Context: an optimization exercise on an open-source flow, tuned for small area and a short achievable clock period. The choices shown serve that exercise and are no tape-out recipe.
No run shown here included a check of the RTL's function; only the layout flow was run.
Power and IR drop assume default switching activity.

==> config.mk <==
export PLATFORM = sky130hd
export DESIGN_NAME = vector_sequencer
export DESIGN_NICKNAME = vector_sequencer
export VERILOG_FILES = /design/flow/design.v
export SDC_FILE = /design/flow/constraint.sdc
export NUM_CORES = 4
export LEC_CHECK = 0
export CAP_MARGIN = 20
export CORE_MARGIN = 2
export CORE_UTILIZATION = 60
export CTS_BUF_LIST = sky130_fd_sc_hd__clkbuf_8
export CTS_CLUSTER_DIAMETER = 50
export CTS_CLUSTER_SIZE = 20
export PLACE_DENSITY = 0.7
export SETUP_SLACK_MARGIN = 3.6
export SLEW_MARGIN = 20
==> constraint.sdc <==
create_clock -name core_clock -period 9.0 [get_ports {clk_i}]
set_input_delay 1.8000 -clock core_clock [delete_from_list [all_inputs] [get_ports {clk_i}]]
set_output_delay 1.8000 -clock core_clock [all_outputs]
set_load 0.01 [all_outputs]
==> design.v <==
package seq_pkg;
  localparam int unsigned NrVInsn = 8;
  typedef logic [$clog2(NrVInsn)-1:0] vid_t;
  localparam int unsigned NrVRegs = 32;
  typedef logic [$clog2(NrVRegs)-1:0] vreg_t;
  typedef logic [NrVInsn-1:0] vmask_t;
  localparam vreg_t VMaskReg = vreg_t'(0);
  localparam int unsigned NrUnits = 5;
  typedef enum logic [2:0] {
    UNIT_ALU,
    UNIT_MFPU,
    UNIT_LOAD,
    UNIT_STORE,
    UNIT_SLIDE
  } unit_e;
  localparam int unsigned CntWidth = 3;
  localparam logic [NrUnits*CntWidth-1:0] UnitQueueDepth = {3'd2, 3'd2, 3'd2, 3'd4, 3'd4};
  typedef enum logic [3:0] {
    VADD       = 4'd0,
    VSUB       = 4'd1,
    VAND       = 4'd2,
    VMUL       = 4'd3,
    VFADD      = 4'd4,
    VLE        = 4'd5,
    VSE        = 4'd6,
    VSLIDEUP   = 4'd7,
    VSLIDEDOWN = 4'd8,
    VMVXS      = 4'd9
  } op_e;
  function automatic logic [2:0] unit_of(input op_e op);
    logic [2:0] sel;
    case (op)
      VADD, VSUB, VAND    : sel = UNIT_ALU;
      VMUL, VFADD         : sel = UNIT_MFPU;
      VLE                 : sel = UNIT_LOAD;
      VSE                 : sel = UNIT_STORE;
      VSLIDEUP, VSLIDEDOWN,
      VMVXS               : sel = UNIT_SLIDE;
      default             : sel = UNIT_ALU;
    endcase
    unit_of = sel;
  endfunction
  typedef struct packed {
    logic [15-$clog2(NrVRegs):0] pad;
    vreg_t                     vs1;
  } vs1_field_t;
  typedef union packed {
    vs1_field_t         vreg;
    logic signed [15:0] imm;
  } operand_u;
  typedef struct packed {
    op_e      op;
    vreg_t    vd;
    logic     use_vd;
    vreg_t    vs2;
    logic     use_vs2;
    operand_u operand;
    logic     use_vs1;
    logic     use_scalar;
    logic     vm;
  } seq_req_t;
  typedef struct packed {
    vid_t     id;
    op_e      op;
    unit_e    unit;
    vreg_t    vd;
    logic     use_vd;
    vreg_t    vs2;
    logic     use_vs2;
    operand_u operand;
    logic     use_vs1;
    logic     use_scalar;
    logic     vm;
    vmask_t   hazard_vs1;
    vmask_t   hazard_vs2;
    vmask_t   hazard_vm;
    vmask_t   hazard_vd;
  } pe_req_t;
  typedef struct packed {
    logic [31:0] resp;
    logic        error;
    logic [15:0] error_vl;
  } seq_resp_t;
endpackage
`timescale 1ns/1ps
import seq_pkg::*;
module vector_sequencer (
  input  logic                                   clk_i,
  input  logic                                   rst_ni,
  input  seq_pkg::seq_req_t                      seq_req_i,
  input  logic                                   seq_req_valid_i,
  output logic                                   seq_req_ready_o,
  output seq_pkg::seq_resp_t                     seq_resp_o,
  output logic                                   seq_resp_valid_o,
  output seq_pkg::pe_req_t                       pe_req_o,
  output logic                                   pe_req_valid_o,
  input  logic                                   pe_req_ready_i,
  input  logic [seq_pkg::NrUnits-1:0][seq_pkg::NrVInsn-1:0] pe_done_i,
  input  logic                                   addrgen_ack_i,
  input  logic                                   addrgen_error_i,
  input  logic [15:0]                            addrgen_error_vl_i,
  input  logic [31:0]                            scalar_resp_i,
  input  logic                                   scalar_resp_valid_i,
  output logic                                   scalar_resp_ready_o,
  output logic                                   seq_idle_o,
  output seq_pkg::vmask_t                        running_o,
  output logic [seq_pkg::NrVInsn-1:0][seq_pkg::NrVInsn-1:0] global_hazard_table_o
);
  logic [3:0] op;
  logic [4:0] vd, vs2, vs1;
  logic       use_vd, rd1, rd2, rdm;
  assign op     = seq_req_i[34:31];
  assign vd     = seq_req_i[30:26];
  assign use_vd = seq_req_i[25];
  assign vs2    = seq_req_i[24:20];
  assign rd2    = seq_req_i[19];
  assign vs1    = seq_req_i[7:3];
  assign rd1    = seq_req_i[2] & ~seq_req_i[1];
  assign rdm    = ~seq_req_i[0];
  logic [2:0] unit, unit_q;
  logic [3:0] op_q;
  always_comb begin
    case (op)
      4'd3, 4'd4:       unit = 3'd1;
      4'd5:             unit = 3'd2;
      4'd6:             unit = 3'd3;
      4'd7, 4'd8, 4'd9: unit = 3'd4;
      default:          unit = 3'd0;
    endcase
    case (op_q)
      4'd3, 4'd4:       unit_q = 3'd1;
      4'd5:             unit_q = 3'd2;
      4'd6:             unit_q = 3'd3;
      4'd7, 4'd8, 4'd9: unit_q = 3'd4;
      default:          unit_q = 3'd0;
    endcase
  end
  logic [7:0] running_q, done_any, nv_oh, issue_oh;
  logic [2:0] next_vid;
  logic       issue, vid_full;
  always_comb begin
    for (int i = 0; i < 8; i++) begin
      done_any[i] = pe_done_i[0][i] | pe_done_i[1][i] | pe_done_i[2][i] |
                    pe_done_i[3][i] | pe_done_i[4][i];
    end
  end
  always_comb begin
    nv_oh    = '0;
    next_vid = '0;
    for (int i = 7; i >= 0; i--) begin
      if (!running_q[i]) begin
        nv_oh    = '0;
        nv_oh[i] = 1'b1;
        next_vid = i[2:0];
      end
    end
  end
  assign vid_full = &running_q;
  assign issue_oh = issue ? nv_oh : 8'h00;
  always_ff @(posedge clk_i or negedge rst_ni) begin
    if (!rst_ni) running_q <= '0;
    else         running_q <= (running_q & ~done_any) | issue_oh;
  end
  assign running_o  = running_q;
  assign seq_idle_o = ~|running_q;
  logic [7:0][4:0] rvd_q, rs1_q, rs2_q;
  logic [7:0]      wf_q, f1_q, f2_q, fm_q;
  logic [7:0]      haz_waw, haz_war, haz_r1, haz_r2, haz_rm;
  logic [7:0]      clr_w, clr_1, clr_2, clr_m;
  always_comb begin
    for (int j = 0; j < 8; j++) begin
      haz_waw[j] = running_q[j] & wf_q[j] & (rvd_q[j] == vd);
      haz_war[j] = running_q[j] & ((f1_q[j] & (rs1_q[j] == vd)) |
                                   (f2_q[j] & (rs2_q[j] == vd)) |
                                   (fm_q[j] & (vd == 5'd0)));
      haz_r1[j]  = running_q[j] & wf_q[j] & (rvd_q[j] == vs1);
      haz_r2[j]  = running_q[j] & wf_q[j] & (rvd_q[j] == vs2);
      haz_rm[j]  = running_q[j] & wf_q[j] & (rvd_q[j] == 5'd0);
      clr_w[j] = use_vd & (rvd_q[j] == vd);
      clr_1[j] = (rd1 & (rs1_q[j] == vs1)) | (rd2 & (rs1_q[j] == vs2)) |
                 (rdm & (rs1_q[j] == 5'd0));
      clr_2[j] = (rd1 & (rs2_q[j] == vs1)) | (rd2 & (rs2_q[j] == vs2)) |
                 (rdm & (rs2_q[j] == 5'd0));
      clr_m[j] = rdm | (rd1 & (vs1 == 5'd0)) | (rd2 & (vs2 == 5'd0));
    end
  end
  logic [7:0] war, hazard_vs1, hazard_vs2, hazard_vm, hazard_vd;
  assign war        = use_vd ? haz_war : 8'h00;
  assign hazard_vd  = use_vd ? haz_waw : 8'h00;
  assign hazard_vs1 = war | (rd1 ? haz_r1 : 8'h00);
  assign hazard_vs2 = war | (rd2 ? haz_r2 : 8'h00);
  assign hazard_vm  = war | (rdm ? haz_rm : 8'h00);
  always_ff @(posedge clk_i) begin
    for (int j = 0; j < 8; j++) begin
      if (!running_q[j]) begin
        rvd_q[j] <= vd;
        rs1_q[j] <= vs1;
        rs2_q[j] <= vs2;
        wf_q[j]  <= use_vd;
        f1_q[j]  <= rd1;
        f2_q[j]  <= rd2;
        fm_q[j]  <= rdm;
      end else if (issue) begin
        if (clr_w[j]) wf_q[j] <= 1'b0;
        if (clr_1[j]) f1_q[j] <= 1'b0;
        if (clr_2[j]) f2_q[j] <= 1'b0;
        if (clr_m[j]) fm_q[j] <= 1'b0;
      end
    end
  end
  logic [7:0][7:0] tbl_q;
  logic [7:0]      haz_all;
  assign haz_all = hazard_vs1 | hazard_vs2 | hazard_vm | hazard_vd;
  for (genvar i = 0; i < 8; i++) begin : gen_tbl_row
    for (genvar j = 0; j < 8; j++) begin : gen_tbl_col
      if (i == j) begin : gen_diag
        assign tbl_q[i][j] = 1'b0;
      end else begin : gen_bit
        always_ff @(posedge clk_i or negedge rst_ni) begin
          if (!rst_ni) tbl_q[i][j] <= 1'b0;
          else         tbl_q[i][j] <= (issue_oh[i] ? haz_all[j] : tbl_q[i][j]) & ~done_any[j];
        end
      end
    end
  end
  assign global_hazard_table_o = tbl_q;
  logic [2:0] cnt0_q, cnt1_q;
  logic [1:0] cnt2_q, cnt3_q, cnt4_q;
  logic [4:0] up, down, room;
  always_comb begin
    for (int u = 0; u < 5; u++) begin
      up[u]   = issue & (unit == 3'(u));
      down[u] = |pe_done_i[u];
    end
  end
  always_ff @(posedge clk_i or negedge rst_ni) begin
    if (!rst_ni) begin
      cnt0_q <= '0;
      cnt1_q <= '0;
      cnt2_q <= '0;
      cnt3_q <= '0;
      cnt4_q <= '0;
    end else begin
      if (up[0] != down[0]) cnt0_q <= up[0] ? cnt0_q + 3'd1 : cnt0_q - 3'd1;
      if (up[1] != down[1]) cnt1_q <= up[1] ? cnt1_q + 3'd1 : cnt1_q - 3'd1;
      if (up[2] != down[2]) cnt2_q <= up[2] ? cnt2_q + 2'd1 : cnt2_q - 2'd1;
      if (up[3] != down[3]) cnt3_q <= up[3] ? cnt3_q + 2'd1 : cnt3_q - 2'd1;
      if (up[4] != down[4]) cnt4_q <= up[4] ? cnt4_q + 2'd1 : cnt4_q - 2'd1;
    end
  end
  assign room = {~cnt4_q[1], ~cnt3_q[1], ~cnt2_q[1], ~cnt1_q[2], ~cnt0_q[2]};
  logic wait_mem_q, wait_scal_q, idle_st, stalled, no_vec_src, blocked;
  logic is_mem, is_scal, pe_valid_q;
  assign idle_st    = ~wait_mem_q & ~wait_scal_q;
  assign stalled    = pe_valid_q & ~pe_req_ready_i;
  assign no_vec_src = ~rd1 & ~rd2 & ~rdm;
  assign blocked    = no_vec_src & use_vd & |(haz_war | haz_waw);
  assign is_mem     = (op == 4'd5) | (op == 4'd6);
  assign is_scal    = (op == 4'd9);
  assign issue = idle_st & seq_req_valid_i & ~stalled & ~vid_full &
                 room[unit] & ~blocked;
  logic mem_done, scal_done;
  assign mem_done  = wait_mem_q & addrgen_ack_i;
  assign scal_done = wait_scal_q & scalar_resp_valid_i;
  always_comb begin
    if (idle_st) seq_req_ready_o = seq_req_valid_i ? (issue & ~is_mem & ~is_scal) : ~stalled;
    else         seq_req_ready_o = mem_done | scal_done;
  end
  assign seq_resp_valid_o    = mem_done | scal_done;
  assign scalar_resp_ready_o = scal_done;
  assign seq_resp_o.resp     = wait_scal_q ? scalar_resp_i : 32'd0;
  assign seq_resp_o.error    = wait_mem_q & addrgen_error_i;
  assign seq_resp_o.error_vl = wait_mem_q ? addrgen_error_vl_i : 16'd0;
  always_ff @(posedge clk_i or negedge rst_ni) begin
    if (!rst_ni) begin
      wait_mem_q  <= 1'b0;
      wait_scal_q <= 1'b0;
      pe_valid_q  <= 1'b0;
    end else begin
      wait_mem_q  <= (wait_mem_q & ~addrgen_ack_i) | (issue & is_mem);
      wait_scal_q <= (wait_scal_q & ~scalar_resp_valid_i) | (issue & is_scal);
      pe_valid_q  <= stalled | issue;
    end
  end
  assign pe_req_valid_o = pe_valid_q;
  logic [2:0]  id_q;
  logic [30:0] fields_q;
  logic [31:0] haz_q;
  always_ff @(posedge clk_i) begin
    if (!stalled) begin
      id_q     <= next_vid;
      op_q     <= op;
      fields_q <= seq_req_i[30:0];
      haz_q    <= {hazard_vs1, hazard_vs2, hazard_vm, hazard_vd};
    end
  end
  assign pe_req_o = {id_q, op_q, unit_q, fields_q, haz_q};
endmodule
==> flow/run.sh <==
#!/bin/bash
# Standard ORFS layout, with plain buffers on the ports instead of the
# delay buffers buffer_ports picks by default.
set -euo pipefail
export BUFFER_PORTS_ARGS="-buffer_cell sky130_fd_sc_hd__buf_1"

bash standard.sh finish > flow_standard.log 2>&1
==> standard.sh <==
#!/bin/bash
# synth_recipe.tcl (not shown) runs the flow's synth.tcl, then flattens the netlist and writes it again
# the make line also repeats each setting of config.mk as NAME=value (left out here)
make -C /OpenROAD-flow-scripts/flow DESIGN_CONFIG=/design/flow/config.mk WORK_HOME=/design/flow/orfs CLKGATE_MAP_FILE= SYNTH_SCRIPT=/design/flow/synth_recipe.tcl "${@:-finish}"
==> impl_metrics.csv, run 1 <==
group,metric,value,unit
cells_and_area,stdcell_count,2193,
yosys,synth_area_per_cell,11.2,um2
sta,fin_crit,5500,ps
pwr,pwr_density_cell,193,nW/um2
clock_network,htree_levels,2,
pwr,swShare,32.4,%
cells_and_area,drive_gt1_share,9.72,%
cells_and_area,antenna_cells,0,
sta,rsz0062_at_grt,"yes",
floorplan,rows,60,
floorplan,core-area,27100,um2
place,port-buffer-count,320,
sta,worst_pin_slew,1120,ps
place,place_hpwl,30200,um
critical_path,reg2reg_depth,11,
pwr,p_comb_share,21.0,%
route,dr.first_iter.drc_count,1445,
critical_path,r2r_start,"running_q[3]",
yosys,synthFlopType,"edfxtp_1",
critical_path,crit_arrival,3700,ps
floorplan,dieArea,29000,um2
pwr,p_leak,7.30,nW
yosys,yosys-top-cells-area,"edfxtp_1 40%, xor2_1 12%, dfrtp_1 12%",
sta,finClkSkew,36.5,ps
yosys,yosysWarnings,8,
route,avgViaCountPerCell,6.05,
clock_network,cts-root-buf,"clkbuf_8",
cells_and_area,postLayoutCoreUtil,71.6,%
route,drc_errors,0,
cells_and_area,area_growth,16.7,%
grt,grt_pass1_vias,12600,
route,wl_per_cell,22.3,um
sta,setup_viol,0,
place,placedCellCount,2108,
grt,track_usage,33.3,%
clock_network,cts_buffers,34,
clock_network,clk_latency,570,ps
critical_path,critPathMaxFanout,8,
pwr,irDropWorstVdd,153,uV
clock_network,path_clk_slew,80,ps
clock_network,numClockSinks,301,
critical_path,cp.required,7200,ps
cells_and_area,layout_common_cells,"298 x buf_1, 234 x xor2_1, 222 x edfxtp_1",
run_status,outcome,"complete, no violations",
critical_path,timing.critical_path.from,"seq_req_i[28]",
flow_run,max-cap-violations,0,
grt,overflow,0,
worst_hold_path,worstHoldStart,"cnt3_q[1]",
yosys,yosysTopAreaCell,"edfxtp_1",
route,drt_wl_total,49000,um
grt,grt_start_max_net_pins,80,
yosys,yosysTopAreaCellShare,40.1,%
clock_network,holdBufCountCts,0,
critical_path,critical_path_class,"primary input to output pin",
floorplan,die_w,170,um
sta,slew_viol_final,0,
sta,min_period_over_period,61.1,%
yosys,syn-cell-area,16600,um2
yosys,synth_cell_types,57,
route,vias,13300,
pwr,cellInternalPower,0.00253,W
critical_path,crit_path_start_kind,"primary input",
route,dr.pass1.iters,5,
grt,grt_antenna_before_repair,0,
grt,grt_pass1_wl,73100,um
critical_path,cp-end-kind,"output pin",
sta,timing.setup.tns,0,ps
clock_network,clockBufferDepth,3,
cells_and_area,nNetsFinal,1929,
cells_and_area,final_common_cell,"buf_1",
place,gp_congestion,0.893,
sta,relSlewSlack,24.5,%
sta,hold_violations,0,
yosys,syn_inst,1486,
yosys,async_reset_ff_share,26.2,%
yosys,seq_area_frac_synth,52.0,%
yosys,synth_edf_count,222,
yosys,ys_ff_latch,301,
worst_hold_path,whs_path_depth,1,
pwr,p_sw,0.00121,W
sta,fmax,0.182,GHz
clock_network,cts_tree,"yes",
floorplan,ioPinCount,329,
floorplan,start_util,61.3,%
worst_hold_path,hold_path.class,"flop to flop",
pwr,p_seq_share,50.6,%
route,final_antenna_net_count,0,
floorplan,fp.dieH,170,um
pwr,p_clk_share,28.4,%
==> logic make-up (layout without fill, tap and decap cells) <==
family / after synthesis / after routing / synth area share (%)
compound gates: 159 / 159 / 6.29
simple gates: 502 / 502 / 16.5
buf+inv: 121 / 449 / 3.63
xor+xnor: 363 / 363 / 19.1
mux: 36 / 36 / 2.19
fa+ha+maj: 3 / 3 / 0.218
other cells: 1 / 8 / 0.0226
flops: 301 / 301 / 52.0
==> metal layers <==
metal	GRT usage [%]	part of all wire [%]	wire [um]
met5	0	0	0
met4	13.2	3.3	1610
met3	5.26	8.2	4000
met2	53.5	47	23000
met1	45.7	42	20300
==> area by class of cell <==
class	count	area [um2]
sequential	301	8640
fill	1985	7710
multi-input combinational	1071	7540
timing repair buffer	374	1890
clock buffer	35	482
tap	372	465
clock inverter	25	310
inverter	15	56.3
==> cell usage after synthesis (2+ instances only) <==
library cell  instances
a21o_1                7
a21oi_1              29
a31o_2                8
a31oi_1              18
a32o_1                2
a32oi_1               3
and2_1               58
and3_1                5
buf_1                12
buf_2                 8
buf_4                15
buf_6                11
clkbuf_1             60
dfrtp_1              79
edfxtp_1            222
ha_1                  2
inv_1                15
mux2_1                2
mux2i_1              33
nand2_1             111
nand2b_1             13
nand3_1              67
nand4_1              31
nor2_1               58
nor2_2                2
nor2b_1              19
nor3_1               24
nor3_4                2
nor4_1               67
nor4_2                2
nor4_4                2
o21ai_0              35
o21ai_1              13
o22a_1                8
o22ai_1              10
o31ai_1               8
o41ai_1              13
or3_1                 6
or4_1                27
xnor2_1             129
xor2_1              234
==> state kept, by name (all words and copies together), names as in the netlist, 2 cells and up <==
| register | cells |
|---|---|
| cnt1_q | 3 |
| cnt2_q | 2 |
| op_q | 4 |
| cnt3_q | 2 |
| cnt0_q | 3 |
| running_q | 8 |
| rvd_q | 40 |
| rs1_q | 40 |
| fm_q | 8 |
| f1_q | 8 |
| id_q | 3 |
| global_hazard_table_o | 56 |
| haz_q | 32 |
| f2_q | 8 |
| rs2_q | 40 |
| fields_q | 31 |
| wf_q | 8 |
| cnt4_q | 2 |
==> stage by stage <==
| step | cell area [um2] | hold WS [ps] | total power, W | setup WS, ps |
|---|---|---|---|---|
| final | 19400 | 482 | 0.00374 | 3500 |
| after global routing | 19400 | 499 | 0.00388 | 3480 |
| after CTS | 19300 | 489 | 0.00374 | 3530 |
| after detailed placement | 18000 | 470 | 0.00267 | 2910 |
| after global placement | 18000 | 466 | 0.00264 | 2960 |
| after floorplan | 16700 | 441 | 0.00240 | 3560 |
==> final timing paths <==
check / endpoint / slack [ps]
min in group asynchronous: global_hazard_table_o[13] / 1210
max in group asynchronous: cnt2_q[1] / 7170
min reg2reg: cnt3_q[1] / 480
min: cnt3_q[1] / 480
max reg2reg: cnt1_q[2] / 4860
max: seq_req_ready_o / 3500
==> repair_timing <==
action                     in CTS  in global routing
setup endpoints to repair       1                  1
buffers inserted               21                  0
gates cloned                    3                  0
pin swaps                      19                  4
gates resized for setup        38                  6
==> power by group through the flow <==
| stage | registers (W) | clock network, W | logic [W] |
|---|---|---|---|
| after floorplan | 0.00189 | 0 | 0.000501 |
| after global placement | 0.00191 | 0 | 0.000726 |
| after detailed placement | 0.00192 | 0 | 0.000748 |
| after CTS | 0.00189 | 0.00107 | 0.000783 |
| after global routing | 0.00191 | 0.00112 | 0.000853 |
| final | 0.00189 | 0.00106 | 0.000788 |
==> critical path: stages <==
cell       delay [ps]
clkbuf_16         140
buf_12            130
or4_4             540
nor2_4            260
nand3_1           110
nand3_1           180
nor4_4             80
a31oi_4           250
o21ai_4            70
buf_6             130
==> inputs of run 2 (changes only) <==
--- a/flow/run.sh
+++ b/flow/run.sh
@@ -3,5 +3,5 @@
 # delay buffers buffer_ports picks by default.
 set -euo pipefail
 export BUFFER_PORTS_ARGS="-buffer_cell sky130_fd_sc_hd__buf_1"
-
+export CTS_ARGS="-sink_clustering_enable -repair_clock_nets -dont_use_dummy_load -buf_list sky130_fd_sc_hd__clkbuf_8 -sink_clustering_size 20 -sink_clustering_max_diameter 50"
 bash standard.sh finish > flow_standard.log 2>&1
--- a/config.mk
+++ b/config.mk
@@ -8,9 +8,6 @@
 export CAP_MARGIN = 20
 export CORE_MARGIN = 2
 export CORE_UTILIZATION = 60
-export CTS_BUF_LIST = sky130_fd_sc_hd__clkbuf_8
-export CTS_CLUSTER_DIAMETER = 50
-export CTS_CLUSTER_SIZE = 20
 export PLACE_DENSITY = 0.7
 export SETUP_SLACK_MARGIN = 3.6
 export SLEW_MARGIN = 20
==> run 2 against run 1 <==
- final cell count is 0.96% lower
- largest power group unchanged
- sequential power hardly changed
- count of clock-buffer cells in the layout is 1 lower
==> impl_metrics.csv, run 2 <==
group,metric,value,unit
pwr,pwr_density_cell,181,nW/um2
clock_network,numClockSinks,301,
clock_network,clk_latency,560,ps
grt,grt_pass1_vias,12500,
sta,fin_crit,5510,ps
clock_network,cts-root-buf,"clkbuf_8",
yosys,synth_common_cells,"234 x xor2_1, 222 x edfxtp_1, 129 x xnor2_1",
yosys,synthFlopType,"edfxtp_1",
critical_path,crit_arrival,3710,ps
sta,timing.setup.tns,0,ps
floorplan,die_w,170,um
sta,setup_viol,0,
route,dr.first_iter.drc_count,1456,
worst_hold_path,worstHoldStart,"cnt3_q[1]",
cells_and_area,final_common_cell,"buf_1",
place,port-buffer-count,320,
critical_path,cp-end-kind,"output pin",
grt,grtUsageMet1,45.9,%
cells_and_area,nNetsFinal,1934,
worst_hold_path,hold_path.class,"flop to flop",
yosys,syn_inst,1486,
grt,grt_pass1_wl,72800,um
critical_path,timing.critical_path.from,"seq_req_i[28]",
grt,overflow,0,
critical_path,crit_chain,"clkbuf_16, buf_12, or4_4, nor2_4, a32oi_2, o21ai_2, nor4_4, a31oi_4, o21ai_4, buf_6",
floorplan,rows,60,
route,wl_per_cell,22.4,um
critical_path,critPathMaxFanout,8,
place,place_hpwl,30200,um
route,avgViaCountPerCell,6.08,
grt,grt_use_met2,53.4,%
run_status,outcome,"complete, no violations",
yosys,yosysWarnings,8,
floorplan,start_util,61.3,%
pwr,irDropWorstVdd,135,uV
grt,met3_usage,4.95,%
critical_path,slowest_delay,540,ps
sta,relSlewSlack,23.7,%
pwr,p_leak,7.16,nW
cells_and_area,antenna_cells,0,
grt,grt_antenna_before_repair,0,
floorplan,dieArea,29000,um2
floorplan,ioPinCount,329,
yosys,seq_area_frac_synth,52.0,%
clock_network,cts_tree,"yes",
critical_path,cp.required,7200,ps
yosys,synth_area_per_cell,11.2,um2
yosys,synth_cell_types,57,
cells_and_area,layout_common_cells,"298 x buf_1, 234 x xor2_1, 222 x edfxtp_1",
sta,rsz0062_at_grt,"yes",
sta,finClkSkew,79.1,ps
critical_path,slowest_stage,"or4_4",
floorplan,fp.dieH,170,um
grt,grt_start_max_net_pins,80,
yosys,yosysTopAreaCellShare,40.1,%
sta,min_period_over_period,61.2,%
sta,hold_violations,0,
yosys,yosys-top-cells-area,"edfxtp_1 40%, xor2_1 12%, dfrtp_1 12%",
critical_path,r2r_start,"running_q[3]",
clock_network,holdBufCountCts,0,
yosys,ys_ff_latch,301,
clock_network,path_clk_slew,70,ps
clock_network,clockBufferDepth,3,
clock_network,htree_levels,2,
critical_path,crit_path_start_kind,"primary input",
route,vias,13200,
floorplan,core-area,27100,um2
cells_and_area,drive_gt1_share,8.89,%
yosys,synth_edf_count,222,
route,drc_errors,0,
yosys,async_reset_ff_share,26.2,%
sta,worst_pin_slew,1130,ps
sta,worst_slack,3490,ps
route,final_antenna_net_count,0,
sta,slew_viol_final,0,
grt,grt-busiest-layer,"met2",
clock_network,cts_buffers,34,
cells_and_area,area_growth,15.1,%
flow_run,max-cap-violations,0,
place,pre_cts_ws,2910,ps
yosys,syn-cell-area,16600,um2
critical_path,critical_path_class,"primary input to output pin",
place,gp_congestion,0.893,
yosys,yosysTopAreaCell,"edfxtp_1",
route,drt_wl_total,48700,um
route,dr.pass1.iters,6,
cells_and_area,largest_reg_flops,56,
yosys,yosysMostFrequentCell,"xor2_1",
critical_path,critPathTopFamily,"simple AND/OR/NAND/NOR gates",
grt,track_usage,33.2,%
sta,fmax,0.181,GHz
critical_path,worst-path-buf-inv,3,
==> run 2: cell counts after synthesis <==
Identical to the previous run, type by type.
==> run 2: power breakdown <==
group          internal, W  switching (W)
Combinational     0.000310       0.000485
Clock             0.000337       0.000442
Sequential         0.00172       0.000178
Total              0.00236        0.00110
==> run 2: cells by family after synthesis <==
| family | share of synthesized area, % |
|---|---|
| compound gates | 6.29 |
| buf+inv | 3.63 |
| fa+ha+maj | 0.218 |
| xor+xnor | 19.1 |
| flops | 52.0 |
| other cells | 0.0226 |
| simple gates | 16.5 |
| mux | 2.19 |
==> run 2: worst register-to-register path, delay by kind of cell (launching register included) <==
family | cells | cell delay [ps]
AO/OA/AOI/OAI | 2 | 360
flip-flops | 1 | 670
buffers and inverters | 3 | 1270
adder cells (fa/ha/maj) | 1 | 200
AND/OR/NAND/NOR | 3 | 1170
multiplexers | 1 | 170
XOR/XNOR | 2 | 330
==> run 2: layer usage <==
| metal | routed length, um | vias up |
|---|---|---|
| met5 | 0 | - |
| met4 | 1820 | 0 |
| met3 | 4320 | 138 |
| met2 | 22500 | 774 |
| met1 | 20100 | 6396 |
| li1 | - | 5887 |
==> run 2: what timing repair did <==
action,4_1_cts,5_1_grt
resized for setup,38,7
setup buffers,24,1
cloned,4,0
setup endpoints to repair,1,1
pin swaps,10,6
==> run 2: layout make-up <==
type                       count  area (um2)
sequential                   301        8640
timing repair buffer         379        1930
clock buffer                  34         468
inverter                      15        56.3
multi-input combinational   1071        7550
fill                        2018        7990
tap                          372         465
==> run 2: through the flow <==
step	utilization (%)	std cells	total power (W)	area [um2]	hold WS, ps
5_1_grt	70.5	2172	0.00361	19100	497
6_report	70.5	2172	0.00347	19100	481
3_5_place_dp	66.5	2108	0.00267	18000	470
2_1_floorplan	-	1493	0.00240	16700	441
4_1_cts	70.2	2170	0.00346	19000	487
3_3_place_gp	66.5	2108	0.00264	18000	466
==> run 2: worst paths after layout <==
| check | endpoint | slack, ps | depth (start not counted) |
|---|---|---|---|
| max | seq_req_ready_o | 3490 | 10 |
| min | cnt3_q[1] | 480 | 1 |
| max reg2reg | cnt1_q[2] | 4750 | 12 |
| min reg2reg | cnt3_q[1] | 480 | 1 |
| max in group asynchronous | cnt2_q[1] | 7110 | 3 |
| min in group asynchronous | global_hazard_table_o[16] | 1210 | 2 |
==> inputs of run 3 (changes only) <==
--- a/design.v
+++ b/design.v
@@ -254,7 +254,23 @@
   assign idle_st    = ~wait_mem_q & ~wait_scal_q;
   assign stalled    = pe_valid_q & ~pe_req_ready_i;
   assign no_vec_src = ~rd1 & ~rd2 & ~rdm;
-  assign blocked    = no_vec_src & use_vd & |(haz_war | haz_waw);
+  logic [7:0] en_w, en_1, en_2;
+  logic [7:0] hit_w, hit_1, hit_2;
+  logic       v0_busy, vd_zero, hit;
+  assign en_w    = running_q & wf_q;
+  assign en_1    = running_q & f1_q;
+  assign en_2    = running_q & f2_q;
+  assign v0_busy = |(running_q & fm_q);
+  assign vd_zero = (vd == 5'd0);
+  always_comb begin
+    for (int j = 0; j < 8; j++) begin
+      hit_w[j] = en_w[j] & (rvd_q[j] == vd);
+      hit_1[j] = en_1[j] & (rs1_q[j] == vd);
+      hit_2[j] = en_2[j] & (rs2_q[j] == vd);
+    end
+  end
+  assign hit     = |{hit_w, hit_1, hit_2} | (v0_busy & vd_zero);
+  assign blocked = no_vec_src & use_vd & hit;
   assign is_mem     = (op == 4'd5) | (op == 4'd6);
   assign is_scal    = (op == 4'd9);
   assign issue = idle_st & seq_req_valid_i & ~stalled & ~vid_full &
@@ -263,7 +279,8 @@
   assign mem_done  = wait_mem_q & addrgen_ack_i;
   assign scal_done = wait_scal_q & scalar_resp_valid_i;
   always_comb begin
-    if (idle_st) seq_req_ready_o = seq_req_valid_i ? (issue & ~is_mem & ~is_scal) : ~stalled;
+    if (idle_st) seq_req_ready_o = seq_req_valid_i ? (~stalled & ~vid_full & room[unit] & ~is_mem &
+                                                      ~is_scal & ~blocked) : ~stalled;
     else         seq_req_ready_o = mem_done | scal_done;
   end
   assign seq_resp_valid_o    = mem_done | scal_done;
==> flow/run.sh (replaced) <==
#!/bin/bash
# Standard ORFS layout, with plain buffers on the ports instead of the
# delay buffers buffer_ports picks by default.
set -euo pipefail
export BUFFER_PORTS_ARGS="-buffer_cell sky130_fd_sc_hd__buf_1"
bash standard.sh finish > flow_standard.log 2>&1
--- a/config.mk
+++ b/config.mk
@@ -7,7 +7,7 @@
 export LEC_CHECK = 0
 export CAP_MARGIN = 20
 export CORE_MARGIN = 2
-export CORE_UTILIZATION = 60
-export PLACE_DENSITY = 0.7
+export CORE_UTILIZATION = 40
+export CTS_BUF_LIST = sky130_fd_sc_hd__clkbuf_4
 export SETUP_SLACK_MARGIN = 3.6
 export SLEW_MARGIN = 20
==> run 3 against run 2 <==
- still clean on timing, DRC and antenna
- hold slack worse by 9.8 ps
- clock power is 63% higher
- synthesized cell count grew 3.0%
- core utilization fell by 21 points
- critical path depth rose by 1
- synthesized area increased by 0.61%
- combinational power up 8.1%
- fmax shrank 4.2%
- sequential share of layout area down 2.8 points
- setup slack lost 240 ps
- sequential cell count unchanged
- first-iteration DRC count down 22%
- critical endpoint unchanged
- largest power group unchanged
==> impl_metrics.csv, run 3 <==
group,metric,value,unit
yosys,syn-cell-area,16700,um2
grt,overflow,0,
cells_and_area,nNetsFinal,2077,
floorplan,start_util,40.7,%
yosys,yosysTopAreaCell,"edfxtp_1",
sta,worst_pin_slew,1120,ps
yosys,synth_common_cells,"222 x edfxtp_1, 216 x xnor2_1, 145 x xor2_1",
yosys,yosysTopAreaCellShare,39.9,%
place,pre_cts_ws,2560,ps
pwr,irDropWorstVdd,108,uV
critical_path,critical_path_class,"primary input to output pin",
pwr,pwr_density_cell,197,nW/um2
critical_path,reg2reg_depth,11,
worst_hold_path,worstHoldStart,"cnt0_q[0]",
cells_and_area,layout_common_cells,"301 x buf_1, 222 x edfxtp_1, 215 x xnor2_1",
grt,grt_antenna_before_repair,2,
route,vias,13800,
yosys,async_reset_ff_share,26.2,%
floorplan,dieArea,43400,um2
yosys,ys_ff_latch,301,
route,drc_errors,0,
route,avgViaCountPerCell,5.42,
yosys,synth_area_per_cell,10.9,um2
sta,min_period_over_period,63.9,%
sta,slew_viol_final,0,
cells_and_area,largest_reg_flops,56,
clock_network,numClockSinks,301,
worst_hold_path,hold_path.class,"flop to flop",
place,gp_congestion,0.848,
critical_path,r2r_start,"running_q[1]",
grt,track_usage,24.0,%
flow_run,max-cap-violations,0,
cells_and_area,final_common_cell,"buf_1",
sta,finClkSkew,65.4,ps
route,final_antenna_net_count,0,
yosys,syn_inst,1530,
grt,grt_start_max_net_pins,80,
sta,worst_slack,3250,ps
critical_path,crit_arrival,3950,ps
cells_and_area,drive_gt1_share,14.4,%
yosys,yosysMostFrequentCell,"edfxtp_1",
clock_network,cts-root-buf,"clkbuf_4",
cells_and_area,fillers,3794,
worst_hold_path,whs_path_depth,1,
floorplan,core-area,41000,um2
cells_and_area,area_growth,21.8,%
yosys,synth_cell_types,67,
yosys,yosysWarnings,8,
critical_path,cp-end-kind,"output pin",
sta,timing.setup.tns,0,ps
yosys,synthFlopType,"edfxtp_1",
grt,met3_usage,4.68,%
critical_path,rrSetupSlack,4930,ps
route,wl_per_cell,21.2,um
sta,fmax,0.174,GHz
run_status,outcome,"complete, no violations",
grt,grt_pass1_wl,80300,um
floorplan,die_w,208,um
sta,hold_violations,0,
route,dr.first_iter.drc_count,1135,
floorplan,fp.dieH,208,um
critical_path,crit_path_start_kind,"primary input",
sta,fin_crit,5750,ps
sta,setup_viol,0,
pwr,p_leak,7.73,nW
floorplan,rows,74,
yosys,seq_area_frac_synth,51.7,%
grt,grt_pass1_vias,13400,
place,place_hpwl,34000,um
critical_path,cp.required,7200,ps
sta,rsz0062_at_grt,"yes",
grt,grt_use_met2,38.9,%
yosys,synth_edf_count,222,
sta,relSlewSlack,24.8,%
clock_network,holdBufCountCts,0,
clock_network,cts_buffers,86,
floorplan,ioPinCount,329,
place,port-buffer-count,320,
clock_network,clk_latency,800,ps
critical_path,regToRegEndpoint,"global_hazard_table_o[46]",
route,dr.pass1.iters,5,
grt,grt-busiest-layer,"met2",
clock_network,htree_levels,3,
yosys,yosys-top-cells-area,"edfxtp_1 40%, dfrtp_1 12%, xnor2_1 11%",
critical_path,critPathMaxFanout,7,
clock_network,path_clk_slew,50,ps
clock_network,clockBufferDepth,3,
route,drt_wl_total,54000,um
clock_network,cts_tree,"yes",
grt,grtUsageMet1,32.0,%
worst_hold_path,hold_end,"cnt0_q[0]",
run 3: per-layer routing:
metal | vias up | share of wire [%]
met5 | - | 0
met4 | 0 | 3.0
met3 | 112 | 7.9
met2 | 667 | 47
met1 | 6719 | 42
li1 | 6296 | -
run 3: stage by stage:
step                std cells  instance area [um2]  utilization [%]  power [W]  hold slack, ps
global placement         2328                18400             44.9    0.00268             465
global route             2543                20400             49.6    0.00421             492
floorplan                1537                16800                -    0.00241             441
detailed placement       2328                18400             44.9    0.00270             464
finish                   2543                20400             49.6    0.00400             472
CTS                      2495                19900             48.5    0.00401             476
run 3: critical path, stage by stage:
cell and delay, ps:
buf_12 120, buf_12 150, xnor2_4 130, nor2b_4 130, and3_4 190, a221o_1 280, a2111o_1 430, o32ai_4 390
nand3_2 110, nand2_2 90, buf_6 100
run 3: cell families (layout without fill, tap and decap cells):
logic type                 after synthesis  after routing  synth area share [%]
AOI/OAI and AO/OA                      176            176                  6.75
and+or+nand+nor                        537            537                  16.7
other                                    1             10                0.0224
buffers and inverters                  118            590                  3.69
muxes                                   33             33                  2.00
xor gates and xnor gates               361            361                  18.9
adders and majority gates                3              3                 0.210
DFF                                    301            301                  51.7
run 3: how the worst max path moves through the flow:
stage,from,slack (ps),cells after the start,end
floorplan,pe_req_ready_i,3240,10,seq_req_ready_o
global placement,seq_req_i[30],2620,11,seq_req_ready_o
detailed placement,seq_req_i[30],2560,11,seq_req_ready_o
CTS,seq_req_i[29],3250,11,seq_req_ready_o
global route,seq_req_i[27],3170,11,seq_req_ready_o
finish,seq_req_i[29],3250,11,seq_req_ready_o
run 3: layout make-up:
type	count	area [um2]	share of cell area [%]
well taps	532	666	3.27
inverters	17	63.8	0.313
multi-input cells	1118	7640	37.5
diodes	2	5.00	0.0246
clock inverters	29	174	0.854
flip-flops and latches	301	8640	42.4
clock buffers	123	923	4.53
repair buffers	421	2240	11.0
run 3: what timing repair did:
action,4_1_cts,5_1_grt
buffers inserted,12,43
gates cloned,3,3
pin swaps,6,17
endpoints found under the setup margin,1,1
gates resized for setup,43,16
run 3: power breakdown:
part	internal, W	total (W)	switching [W]
clock	0.000664	0.00127	0.000608
sequential	0.00172	0.00187	0.000157
combinational	0.000343	0.000859	0.000516
==> inputs of run 4 (changes only) <==
--- a/design.v
+++ b/design.v
@@ -83,6 +83,49 @@
   } seq_resp_t;
 endpackage
 `timescale 1ns/1ps
+module seq_vd_nmatch (
+  input  logic [4:0] reg_i,
+  input  logic [4:0] vd_i,
+  input  logic       live_i,
+  output logic       nmatch_o
+);
+  assign nmatch_o = ~(live_i & (reg_i == vd_i));
+endmodule
+module seq_vd_nzero (
+  input  logic [4:0] vd_i,
+  input  logic       live_i,
+  output logic       nmatch_o
+);
+  assign nmatch_o = ~(live_i & (vd_i == 5'd0));
+endmodule
+module seq_any4 (
+  input  logic [3:0] nmatch_i,
+  output logic       any_o
+);
+  assign any_o = ~&nmatch_i;
+endmodule
+module seq_any7 (
+  input  logic [6:0] any_i,
+  output logic       any_o
+);
+  assign any_o = |any_i;
+endmodule
+module seq_ready (
+  input  logic idle_i,       
+  input  logic valid_i,      
+  input  logic stalled_i,    
+  input  logic accept_i,     
+  input  logic no_src_i,     
+  input  logic hit_i,        
+  input  logic answer_i,     
+  output logic ready_o
+);
+  always_comb begin
+    if (idle_i) ready_o = valid_i ? (~stalled_i & accept_i & ~(no_src_i & hit_i)) : ~stalled_i;
+    else        ready_o = answer_i;
+  end
+endmodule
+`timescale 1ns/1ps
 import seq_pkg::*;
 module vector_sequencer (
   input  logic                                   clk_i,
@@ -167,16 +210,30 @@
   logic [7:0]      wf_q, f1_q, f2_q, fm_q;
   logic [7:0]      haz_waw, haz_war, haz_r1, haz_r2, haz_rm;
   logic [7:0]      clr_w, clr_1, clr_2, clr_m;
+  logic [7:0] nm_w, nm_1, nm_2;
+  logic       nm_z, vd_hit;
+  logic [6:0] any_grp;
+  logic [23:0] nm_all;
+  for (genvar j = 0; j < 8; j++) begin : gen_vd_cmp
+    seq_vd_nmatch u_w (.reg_i(rvd_q[j]), .vd_i(vd), .live_i(running_q[j] & wf_q[j]), .nmatch_o(nm_w[j]));
+    seq_vd_nmatch u_1 (.reg_i(rs1_q[j]), .vd_i(vd), .live_i(running_q[j] & f1_q[j]), .nmatch_o(nm_1[j]));
+    seq_vd_nmatch u_2 (.reg_i(rs2_q[j]), .vd_i(vd), .live_i(running_q[j] & f2_q[j]), .nmatch_o(nm_2[j]));
+  end
+  seq_vd_nzero u_z (.vd_i(vd), .live_i(|(running_q & fm_q)), .nmatch_o(nm_z));
+  assign nm_all = {nm_2, nm_1, nm_w};
+  for (genvar g = 0; g < 6; g++) begin : gen_any
+    seq_any4 u_any (.nmatch_i(nm_all[4*g +: 4]), .any_o(any_grp[g]));
+  end
+  assign any_grp[6] = ~nm_z;
+  seq_any7 u_hit (.any_i(any_grp), .any_o(vd_hit));
   always_comb begin
     for (int j = 0; j < 8; j++) begin
-      haz_waw[j] = running_q[j] & wf_q[j] & (rvd_q[j] == vd);
-      haz_war[j] = running_q[j] & ((f1_q[j] & (rs1_q[j] == vd)) |
-                                   (f2_q[j] & (rs2_q[j] == vd)) |
-                                   (fm_q[j] & (vd == 5'd0)));
+      haz_waw[j] = ~nm_w[j];
+      haz_war[j] = ~nm_1[j] | ~nm_2[j] | (running_q[j] & fm_q[j] & (vd == 5'd0));
       haz_r1[j]  = running_q[j] & wf_q[j] & (rvd_q[j] == vs1);
       haz_r2[j]  = running_q[j] & wf_q[j] & (rvd_q[j] == vs2);
       haz_rm[j]  = running_q[j] & wf_q[j] & (rvd_q[j] == 5'd0);
-      clr_w[j] = use_vd & (rvd_q[j] == vd);
+      clr_w[j] = use_vd & ~nm_w[j];
       clr_1[j] = (rd1 & (rs1_q[j] == vs1)) | (rd2 & (rs1_q[j] == vs2)) |
                  (rdm & (rs1_q[j] == 5'd0));
       clr_2[j] = (rd1 & (rs2_q[j] == vs1)) | (rd2 & (rs2_q[j] == vs2)) |
@@ -224,8 +281,8 @@
     end
   end
   assign global_hazard_table_o = tbl_q;
-  logic [2:0] cnt0_q, cnt1_q;
-  logic [1:0] cnt2_q, cnt3_q, cnt4_q;
+  logic [3:0] occ0_q, occ1_q;
+  logic [1:0] occ2_q, occ3_q, occ4_q;
   logic [4:0] up, down, room;
   always_comb begin
     for (int u = 0; u < 5; u++) begin
@@ -235,42 +292,32 @@
   end
   always_ff @(posedge clk_i or negedge rst_ni) begin
     if (!rst_ni) begin
-      cnt0_q <= '0;
-      cnt1_q <= '0;
-      cnt2_q <= '0;
-      cnt3_q <= '0;
-      cnt4_q <= '0;
+      occ0_q <= '0;
+      occ1_q <= '0;
+      occ2_q <= '0;
+      occ3_q <= '0;
+      occ4_q <= '0;
     end else begin
-      if (up[0] != down[0]) cnt0_q <= up[0] ? cnt0_q + 3'd1 : cnt0_q - 3'd1;
-      if (up[1] != down[1]) cnt1_q <= up[1] ? cnt1_q + 3'd1 : cnt1_q - 3'd1;
-      if (up[2] != down[2]) cnt2_q <= up[2] ? cnt2_q + 2'd1 : cnt2_q - 2'd1;
-      if (up[3] != down[3]) cnt3_q <= up[3] ? cnt3_q + 2'd1 : cnt3_q - 2'd1;
-      if (up[4] != down[4]) cnt4_q <= up[4] ? cnt4_q + 2'd1 : cnt4_q - 2'd1;
+      occ0_q <= up[0] ? (down[0] ? occ0_q : {occ0_q[2:0], 1'b1}) : (down[0] ? {1'b0, occ0_q[3:1]} : occ0_q);
+      occ1_q <= up[1] ? (down[1] ? occ1_q : {occ1_q[2:0], 1'b1}) : (down[1] ? {1'b0, occ1_q[3:1]} : occ1_q);
+      occ2_q <= up[2] ? (down[2] ? occ2_q : {occ2_q[0], 1'b1})   : (down[2] ? {1'b0, occ2_q[1]}   : occ2_q);
+      occ3_q <= up[3] ? (down[3] ? occ3_q : {occ3_q[0], 1'b1})   : (down[3] ? {1'b0, occ3_q[1]}   : occ3_q);
+      occ4_q <= up[4] ? (down[4] ? occ4_q : {occ4_q[0], 1'b1})   : (down[4] ? {1'b0, occ4_q[1]}   : occ4_q);
     end
   end
-  assign room = {~cnt4_q[1], ~cnt3_q[1], ~cnt2_q[1], ~cnt1_q[2], ~cnt0_q[2]};
+  assign room = {~occ4_q[1], ~occ3_q[1], ~occ2_q[1], ~occ1_q[3], ~occ0_q[3]};
+  logic op_alu, op_mfpu, op_slide;
+  logic accept_room;
+  assign op_alu      = (op <= 4'd2) | (op >= 4'd10);
+  assign op_mfpu     = (op == 4'd3) | (op == 4'd4);
+  assign op_slide    = (op == 4'd7) | (op == 4'd8);
+  assign accept_room = (op_alu & room[0]) | (op_mfpu & room[1]) | (op_slide & room[4]);
   logic wait_mem_q, wait_scal_q, idle_st, stalled, no_vec_src, blocked;
   logic is_mem, is_scal, pe_valid_q;
   assign idle_st    = ~wait_mem_q & ~wait_scal_q;
   assign stalled    = pe_valid_q & ~pe_req_ready_i;
   assign no_vec_src = ~rd1 & ~rd2 & ~rdm;
-  logic [7:0] en_w, en_1, en_2;
-  logic [7:0] hit_w, hit_1, hit_2;
-  logic       v0_busy, vd_zero, hit;
-  assign en_w    = running_q & wf_q;
-  assign en_1    = running_q & f1_q;
-  assign en_2    = running_q & f2_q;
-  assign v0_busy = |(running_q & fm_q);
-  assign vd_zero = (vd == 5'd0);
-  always_comb begin
-    for (int j = 0; j < 8; j++) begin
-      hit_w[j] = en_w[j] & (rvd_q[j] == vd);
-      hit_1[j] = en_1[j] & (rs1_q[j] == vd);
-      hit_2[j] = en_2[j] & (rs2_q[j] == vd);
-    end
-  end
-  assign hit     = |{hit_w, hit_1, hit_2} | (v0_busy & vd_zero);
-  assign blocked = no_vec_src & use_vd & hit;
+  assign blocked    = no_vec_src & use_vd & vd_hit;
   assign is_mem     = (op == 4'd5) | (op == 4'd6);
   assign is_scal    = (op == 4'd9);
   assign issue = idle_st & seq_req_valid_i & ~stalled & ~vid_full &
@@ -278,11 +325,16 @@
   logic mem_done, scal_done;
   assign mem_done  = wait_mem_q & addrgen_ack_i;
   assign scal_done = wait_scal_q & scalar_resp_valid_i;
-  always_comb begin
-    if (idle_st) seq_req_ready_o = seq_req_valid_i ? (~stalled & ~vid_full & room[unit] & ~is_mem &
-                                                      ~is_scal & ~blocked) : ~stalled;
-    else         seq_req_ready_o = mem_done | scal_done;
-  end
+  seq_ready u_ready (
+    .idle_i   (idle_st),
+    .valid_i  (seq_req_valid_i),
+    .stalled_i(stalled),
+    .accept_i (~vid_full & accept_room),
+    .no_src_i (no_vec_src & use_vd),
+    .hit_i    (vd_hit),
+    .answer_i (mem_done | scal_done),
+    .ready_o  (seq_req_ready_o)
+  );
   assign seq_resp_valid_o    = mem_done | scal_done;
   assign scalar_resp_ready_o = scal_done;
   assign seq_resp_o.resp     = wait_scal_q ? scalar_resp_i : 32'd0;
--- a/config.mk
+++ b/config.mk
@@ -9,5 +9,6 @@
 export CORE_MARGIN = 2
 export CORE_UTILIZATION = 40
 export CTS_BUF_LIST = sky130_fd_sc_hd__clkbuf_4
-export SETUP_SLACK_MARGIN = 3.6
+export SETUP_SLACK_MARGIN = 4.2
 export SLEW_MARGIN = 20
+export SYNTH_HIERARCHICAL = 1
==> run 4 against run 3 <==
- synthesized area decreased by 0.83%
- non-clock buffer count up 11
- largest power group unchanged
- still clean
- die area down 0.81%
==> impl_metrics.csv, run 4 <==
group,metric,value,unit
pwr,irDropWorstVdd,96.7,uV
grt,grt_pass1_wl,90700,um
critical_path,slowest_delay,380,ps
sta,setup_viol,0,
yosys,synthFlopType,"edfxtp_1",
route,wl_per_cell,24.3,um
clock_network,cts-root-buf,"clkbuf_4",
clock_network,htree_levels,3,
route,final_antenna_net_count,0,
yosys,yosysMostFrequentCell,"xor2_1",
sta,timing.setup.tns,0,ps
critical_path,rrSetupSlack,4420,ps
clock_network,clk_latency,800,ps
grt,grt-busiest-layer,"met2",
floorplan,die_w,208,um
yosys,syn_inst,1501,
place,gp_congestion,0.940,
pwr,p_comb_share,13.5,%
clock_network,clockBufferDepth,3,
clock_network,numClockSinks,303,
yosys,yosysWarnings,15,
cells_and_area,area_growth,24.9,%
critical_path,path_common_cell,"nor4_2",
place,place_hpwl,39700,um
floorplan,dieArea,43100,um2
yosys,syn-cell-area,16600,um2
yosys,ys_ff_latch,303,
critical_path,critical_path_class,"primary input to output pin",
yosys,yosysTopAreaCellShare,40.2,%
cells_and_area,fin_area,20700,um2
place,port-buffer-count,320,
grt,grt_antenna_before_repair,4,
sta,worst_pin_slew,1050,ps
sta,min_period_over_period,63.4,%
floorplan,start_util,40.6,%
floorplan,rows,74,
route,avgViaCountPerCell,5.62,
critical_path,critPathMaxFanout,18,
pwr,swShare,28.1,%
grt,grt_pass1_vias,14400,
critical_path,crit_chain,"clkbuf_16, buf_16, xor2_1, nor4_2, nand3_1, nand4_1, nor4_2, nand2_2, a21bo_4, a221oi_4, buf_2",
cells_and_area,final_common_cell,"buf_1",
grt,met3_usage,5.26,%
sta,hold_violations,0,
route,drc_errors,0,
floorplan,ioPinCount,329,
critical_path,slowest_stage,"nor4_2",
yosys,yosysTopAreaCell,"edfxtp_1",
critical_path,cp.required,7200,ps
clock_network,cts_tree,"yes",
cells_and_area,fillers,3717,
yosys,seq_area_frac_synth,52.5,%
pwr,p_sw,0.000971,W
cells_and_area,drive_gt1_share,15.2,%
cells_and_area,largest_reg_flops,56,
sta,relSlewSlack,29.9,%
critical_path,critPathTopFamily,"simple AND/OR/NAND/NOR gates",
pwr,p_seq_share,48.5,%
worst_hold_path,hold_path.class,"flop to flop",
grt,track_usage,28.1,%
yosys,async_reset_ff_share,26.7,%
critical_path,worst-path-buf-inv,3,
route,dr.first_iter.drc_count,1157,
place,placedCellCount,2314,
cells_and_area,nNetsFinal,2075,
route,dr.pass1.iters,5,
critical_path,cp-end-kind,"output pin",
sta,slew_viol_final,0,
pwr,pwr_density_cell,167,nW/um2
yosys,synth_cell_types,61,
critical_path,crit_path_start_kind,"primary input",
grt,grtUsageMet1,33.7,%
sta,finClkSkew,76.5,ps
pwr,cellInternalPower,0.00249,W
pwr,p_clk_share,38.0,%
flow_run,max-cap-violations,0,
yosys,synth_common_cells,"266 x xor2_1, 222 x edfxtp_1, 100 x nand2_1",
run_status,outcome,"complete, no violations",
yosys,synth_edf_count,222,
yosys,yosys-top-cells-area,"edfxtp_1 40%, xor2_1 14%, dfrtp_1 12%",
route,vias,14300,
clock_network,path_clk_slew,60,ps
sta,fmax,0.175,GHz
pwr,p_leak,8.35,nW
cells_and_area,stdcell_count,2546,
yosys,synth_area_per_cell,11.0,um2
sta,rsz0062_at_grt,"yes",
floorplan,fp.dieH,208,um
sta,fin_crit,5710,ps
grt,grt_start_max_net_pins,82,
critical_path,crit_arrival,3910,ps
grt,grt_use_met2,46.2,%
cells_and_area,layout_common_cells,"303 x buf_1, 263 x xor2_1, 222 x edfxtp_1",
grt,overflow,0,
clock_network,holdBufCountCts,0,
floorplan,core-area,40800,um2
route,drt_wl_total,61800,um
place,dpl_cell_area,18400,um2
clock_network,cts_buffers,85,
==> run 4: cell count changes after synthesis, moves of 19 or more <==
| cell | delta |
|---|---|
| and2_1 | +19 |
| xor2_1 | +121 |
| nand3_1 | +24 |
| xnor2_1 | -131 |
| nand4_1 | -20 |
| nor4_1 | +50 |
| nor3_1 | -48 |
| nand2_1 | -29 |
==> run 4: final cells by class <==
| class | instances | area [um2] | area share [%] |
|---|---|---|---|
| flip-flops and latches | 303 | 8690 | 42.0 |
| multi-input cells | 1093 | 7540 | 36.4 |
| repair buffers | 432 | 2550 | 12.3 |
| clock buffers | 137 | 1030 | 4.97 |
| well taps | 532 | 666 | 3.22 |
| inverters | 30 | 116 | 0.562 |
| clock inverters | 14 | 93.8 | 0.453 |
| diodes | 5 | 12.5 | 0.0605 |
==> run 4: final timing paths <==
path	startpoint	to	depth (start not counted)
min in group asynchronous	rst_ni	occ3_q[0]	2
max in group asynchronous	rst_ni	global_hazard_table_o[15]	2
setup / recovery	seq_req_i[30]	seq_req_ready_o	11
hold / removal	global_hazard_table_o[59]	global_hazard_table_o[59]	2
hold reg to reg	global_hazard_table_o[59]	global_hazard_table_o[59]	2
setup reg to reg	rs1_q[25]	global_hazard_table_o[37]	32
==> run 4: what timing repair did <==
item,in CTS,in global routing
setup endpoints to repair,38,21
pin swaps,16,21
resized for setup,69,25
setup buffers,62,8
cloned,6,0
==> run 4: per-module statistics from Yosys, one instance, submodules excluded <==
module / copies in the design / cells
vector_sequencer: 1 / 1317
seq_vd_nmatch: 24 / 7
seq_ready: 1 / 4
seq_vd_nzero: 1 / 3
seq_any7: 1 / 3
seq_any4: 6 / 1
==> run 4: per-layer routing <==
metal  wire, um  up-vias  share of wire (%)
met5         16        -              0.026
met4       4180        2                6.8
met3       4660      171                7.5
met2      29800      782                 48
met1      23200     7005                 38
li1           -     6342                  -
==> run 4: worst min-delay path: stages (launching register included) <==
cell	delay, ps
dfrtp_1	340
nand3_1	60
o21ai_0	70
==> run 4: logic make-up after synthesis <==
kind of cell | count (synthesis) | synth area share, %
AO/OA/AOI/OAI | 178 | 6.86
XOR/XNOR | 351 | 18.6
buffers and inverters | 112 | 2.94
flip-flops | 303 | 52.5
multiplexers | 29 | 1.77
other | 1 | 0.0226
AND/OR/NAND/NOR | 527 | 17.4
==> run 4: stage by stage <==
stage	hold WS, ps	power [W]	setup WS (ps)	util (%)
6_report	502	0.00346	3290	50.7
5_1_grt	535	0.00360	3210	50.7
4_1_cts	503	0.00348	3380	50.2
3_5_place_dp	489	0.00213	2720	45.1
3_3_place_gp	485	0.00212	2680	45.1
2_1_floorplan	470	0.00194	4110	-
==> run 4: power groups by stage <==
stage	clock, W	sequential, W	combinational [W]
2_1_floorplan	0	0.00170	0.000242
5_1_grt	0.00142	0.00169	0.000501
3_3_place_gp	0	0.00170	0.000421
3_5_place_dp	0	0.00170	0.000429
4_1_cts	0.00135	0.00167	0.000458
6_report	0.00131	0.00168	0.000465
==> inputs of run 5 (changes only) <==
--- a/config.mk
+++ b/config.mk
@@ -8,7 +8,9 @@
 export CAP_MARGIN = 20
 export CORE_MARGIN = 2
 export CORE_UTILIZATION = 40
-export CTS_BUF_LIST = sky130_fd_sc_hd__clkbuf_4
+export CTS_BUF_LIST = sky130_fd_sc_hd__clkbuf_16
+export CTS_CLUSTER_DIAMETER = 60
+export CTS_CLUSTER_SIZE = 30
 export SETUP_SLACK_MARGIN = 4.2
 export SLEW_MARGIN = 20
 export SYNTH_HIERARCHICAL = 1
==> run 5 against run 4 <==
- critical path depth unchanged
- first-iteration DRC count shrank 0.61%
- total power rose by 5.9%
- cell area up 0.11%
- sequential share of layout area about the same
- sequential cell count did not move
- setup slack got worse by 26 ps
- die area stayed put
- critical path type unchanged
- critical endpoint unchanged
==> impl_metrics.csv, run 5 <==
group,metric,value,unit
yosys,synthFlopType,"edfxtp_1",
pwr,pwr_density_cell,177,nW/um2
clock_network,cts_tree,"yes",
yosys,yosys-top-cells-area,"edfxtp_1 40%, xor2_1 14%, dfrtp_1 12%",
sta,rsz0062_at_grt,"yes",
route,final_antenna_net_count,0,
yosys,synth_area_per_cell,11.0,um2
worst_hold_path,hold_path.class,"flop to flop",
cells_and_area,area_growth,25.0,%
grt,grt_pass1_vias,14000,
yosys,seq_area_frac_synth,52.5,%
route,drt_wl_total,61700,um
route,avgViaCountPerCell,5.74,
cells_and_area,final_common_cell,"buf_1",
sta,relSlewSlack,28.0,%
critical_path,timing.critical_path.from,"seq_req_i[30]",
cells_and_area,seq_area,8690,um2
critical_path,crit_arrival,3930,ps
place,gp_congestion,0.940,
cells_and_area,nNetsFinal,2018,
critical_path,r2r_start,"rs2_q[29]",
place,place_hpwl,39700,um
sta,setup_viol,0,
yosys,syn-cell-area,16600,um2
yosys,synth_common_cells,"266 x xor2_1, 222 x edfxtp_1, 100 x nand2_1",
yosys,async_reset_ff_share,26.7,%
clock_network,cts-root-buf,"clkbuf_16",
floorplan,rows,74,
yosys,synth_cell_types,61,
grt,grt_start_max_net_pins,82,
pwr,power.total,0.00366,W
grt,track_usage,28.0,%
floorplan,die_w,208,um
floorplan,dieArea,43100,um2
sta,fmax,0.174,GHz
place,port-buffer-count,320,
sta,slew_viol_final,0,
sta,fin_crit,5730,ps
clock_network,holdBufCountCts,0,
yosys,yosysMostFrequentCell,"xor2_1",
cells_and_area,largest_reg_flops,56,
yosys,yosysTopAreaCell,"edfxtp_1",
grt,grt_antenna_before_repair,1,
floorplan,fp.dieH,208,um
clock_network,path_clk_slew,70,ps
route,wl_per_cell,25.2,um
yosys,yosysTopAreaCellShare,40.2,%
yosys,yosysWarnings,15,
sta,hold_violations,0,
grt,overflow,0,
cells_and_area,drive_gt1_share,11.2,%
yosys,syn_inst,1501,
clock_network,numClockSinks,303,
critical_path,cp-end-kind,"output pin",
cells_and_area,multi_input_area,7550,um2
critical_path,critPathMaxFanout,18,
run_status,outcome,"complete, no violations",
route,vias,14000,
sta,min_period_over_period,63.7,%
yosys,synth_edf_count,222,
cells_and_area,stdcell_count,2448,
floorplan,ioPinCount,329,
route,drc_errors,0,
yosys,ys_ff_latch,303,
route,dr.pass1.iters,5,
critical_path,cp.required,7200,ps
worst_hold_path,worstHoldStart,"global_hazard_table_o[59]",
pwr,irDropWorstVdd,143,uV
floorplan,start_util,40.6,%
clock_network,clk_latency,570,ps
pwr,p_leak,8.23,nW
critical_path,crit_path_start_kind,"primary input",
sta,worst_pin_slew,1070,ps
cells_and_area,fillers,3656,
grt,grt_pass1_wl,90300,um
clock_network,clockBufferDepth,3,
flow_run,max-cap-violations,0,
place,placedCellCount,2314,
floorplan,core-area,40800,um2
route,dr.first_iter.drc_count,1150,
sta,finClkSkew,38.4,ps
clock_network,cts_buffers,35,
critical_path,critical_path_class,"primary input to output pin",
cells_and_area,layout_common_cells,"303 x buf_1, 265 x xor2_1, 222 x edfxtp_1",
clock_network,htree_levels,2,
sta,timing.setup.tns,0,ps
-- run 5: cell counts after synthesis --
Identical to the previous run, type by type.
-- run 5: kinds of logic after synthesis --
logic type | Yosys count | share of synthesized area [%]
simple gates | 527 | 17.4
xor+xnor | 351 | 18.6
flops | 303 | 52.5
compound gates | 178 | 6.86
buf+inv | 112 | 2.94
mux | 29 | 1.77
other cells | 1 | 0.0226
-- run 5: metal layers --
layer / share of wire [%] / vias up / track usage [%]
li1: - / 6179 / -
met1: 38 / 6915 / 33.6
met2: 48 / 763 / 46.1
met3: 7.3 / 191 / 4.87
met4: 7.5 / 0 / 19.2
met5: 0 / - / 0
-- run 5: where the power goes --
group | total [W] | internal (W) | switching, W | leakage (nW)
registers | 0.00168 | 0.00160 | 0.0000810 | 3.49
logic | 0.000466 | 0.000176 | 0.000290 | 4.14
clock network | 0.00152 | 0.000884 | 0.000632 | 0.607
-- run 5: worst max-delay path, stage by stage --
cell       delay [ps]
clkbuf_16         200
buf_16            190
xor2_1            160
nor4_1             70
nand3_1           140
nand4_1           190
nor4_2            340
nand2_2           160
a21bo_4           250
a221oi_4          230
buf_2             170
-- run 5: layout make-up --
cell class                 count  share of cell area, %
inverter                      30                  0.543
tap                          532                   3.21
timing repair buffer         425                   11.9
clock inverter                26                   1.42
sequential                   303                   42.0
antenna                        2                 0.0242
clock buffer                  37                   4.47
multi-input combinational   1093                   36.4
-- run 5: worst paths after layout --
check	to	slack, ps	depth (start not counted)
worst max register to register	global_hazard_table_o[37]	4540	32
worst max-delay path	seq_req_ready_o	3270	11
worst min-delay path	global_hazard_table_o[59]	510	2
max in group asynchronous	global_hazard_table_o[10]	7030	2
min in group asynchronous	occ3_q[0]	1390	2
worst min register to register	global_hazard_table_o[59]	510	2
-- run 5: timing repair --
item | CTS | global route
pin swaps | 13 | 21
gates cloned | 6 | 0
resized for setup | 69 | 21
endpoints found under the setup margin | 99 | 38
buffers inserted | 57 | 6
-- run 5: metrics by stage --
step           area, um2  hold slack, ps  utilization [%]  worst slack, ps
6_report           20700             507             50.7             3270
5_1_grt            20700             537             50.7             3210
4_1_cts            20600             506             50.4             3380
3_5_place_dp       18400             489             45.1             2720
3_3_place_gp       18400             485             45.1             2680
2_1_floorplan      16600             470                -             4110
-- run 5: modules after synthesis, one instance, submodules excluded --
module            flip-flops and latches  cells  cell area [um2]
seq_any4                               0      1             6.26
seq_vd_nzero                           0      3             22.5
seq_any7                               0      3             15.0
seq_ready                              0      4             35.0
seq_vd_nmatch                          0      7             55.1
vector_sequencer                     303   1317            15100

static timing again, ports no longer ideal:
In the flow no input, the clock included, has a driving cell. The finished layouts below were timed again as built, in two steps.
Step 1 sets driving cells, clkbuf_16 on the clock port and buf_2 on the other inputs (assumed; they add their load-dependent delay and slew).
Step 2 adds t to the input delays and takes it off the output delays; t is the mean of the earliest and latest rising clock arrival at the registers after step 1. Input paths then give back, and output paths get back, about the clock's delay inside the block.
Three values: no drivers, after step 1, after step 2; two values: the first two.
| run | t (ns) | slack for setup (ns) | hold WS [ns] | slew at the worst register clock pin (ns) | worst data-port slew with drivers (ns) |
|---|---|---|---|---|---|
| run 1 | 0.593 | 3.499 / 3.458 / 3.458 | 0.482 / 0.482 / 0.482 | 0.10 / 0.10 | 0.05 |
| run 2 | 0.569 | 3.489 / 3.448 / 3.448 | 0.481 / 0.481 / 0.481 | 0.10 / 0.10 | 0.05 |
| run 3 | 0.821 | 3.248 / 3.168 / 3.168 | 0.472 / 0.472 / 0.472 | 0.08 / 0.08 | 0.14 |
| run 4 | 0.806 | 3.294 / 3.215 / 2.718 | 0.502 / 0.502 / 0.502 | 0.08 / 0.08 | 0.17 |
| run 5 | 0.600 | 3.268 / 3.193 / 2.834 | 0.507 / 0.507 / 0.507 | 0.08 / 0.08 | 0.15 |
After both steps every run listed still meets setup and hold. The setup slack of run 4, which loses most, moves by -0.079 ns with the drivers and by -0.576 ns with both steps.
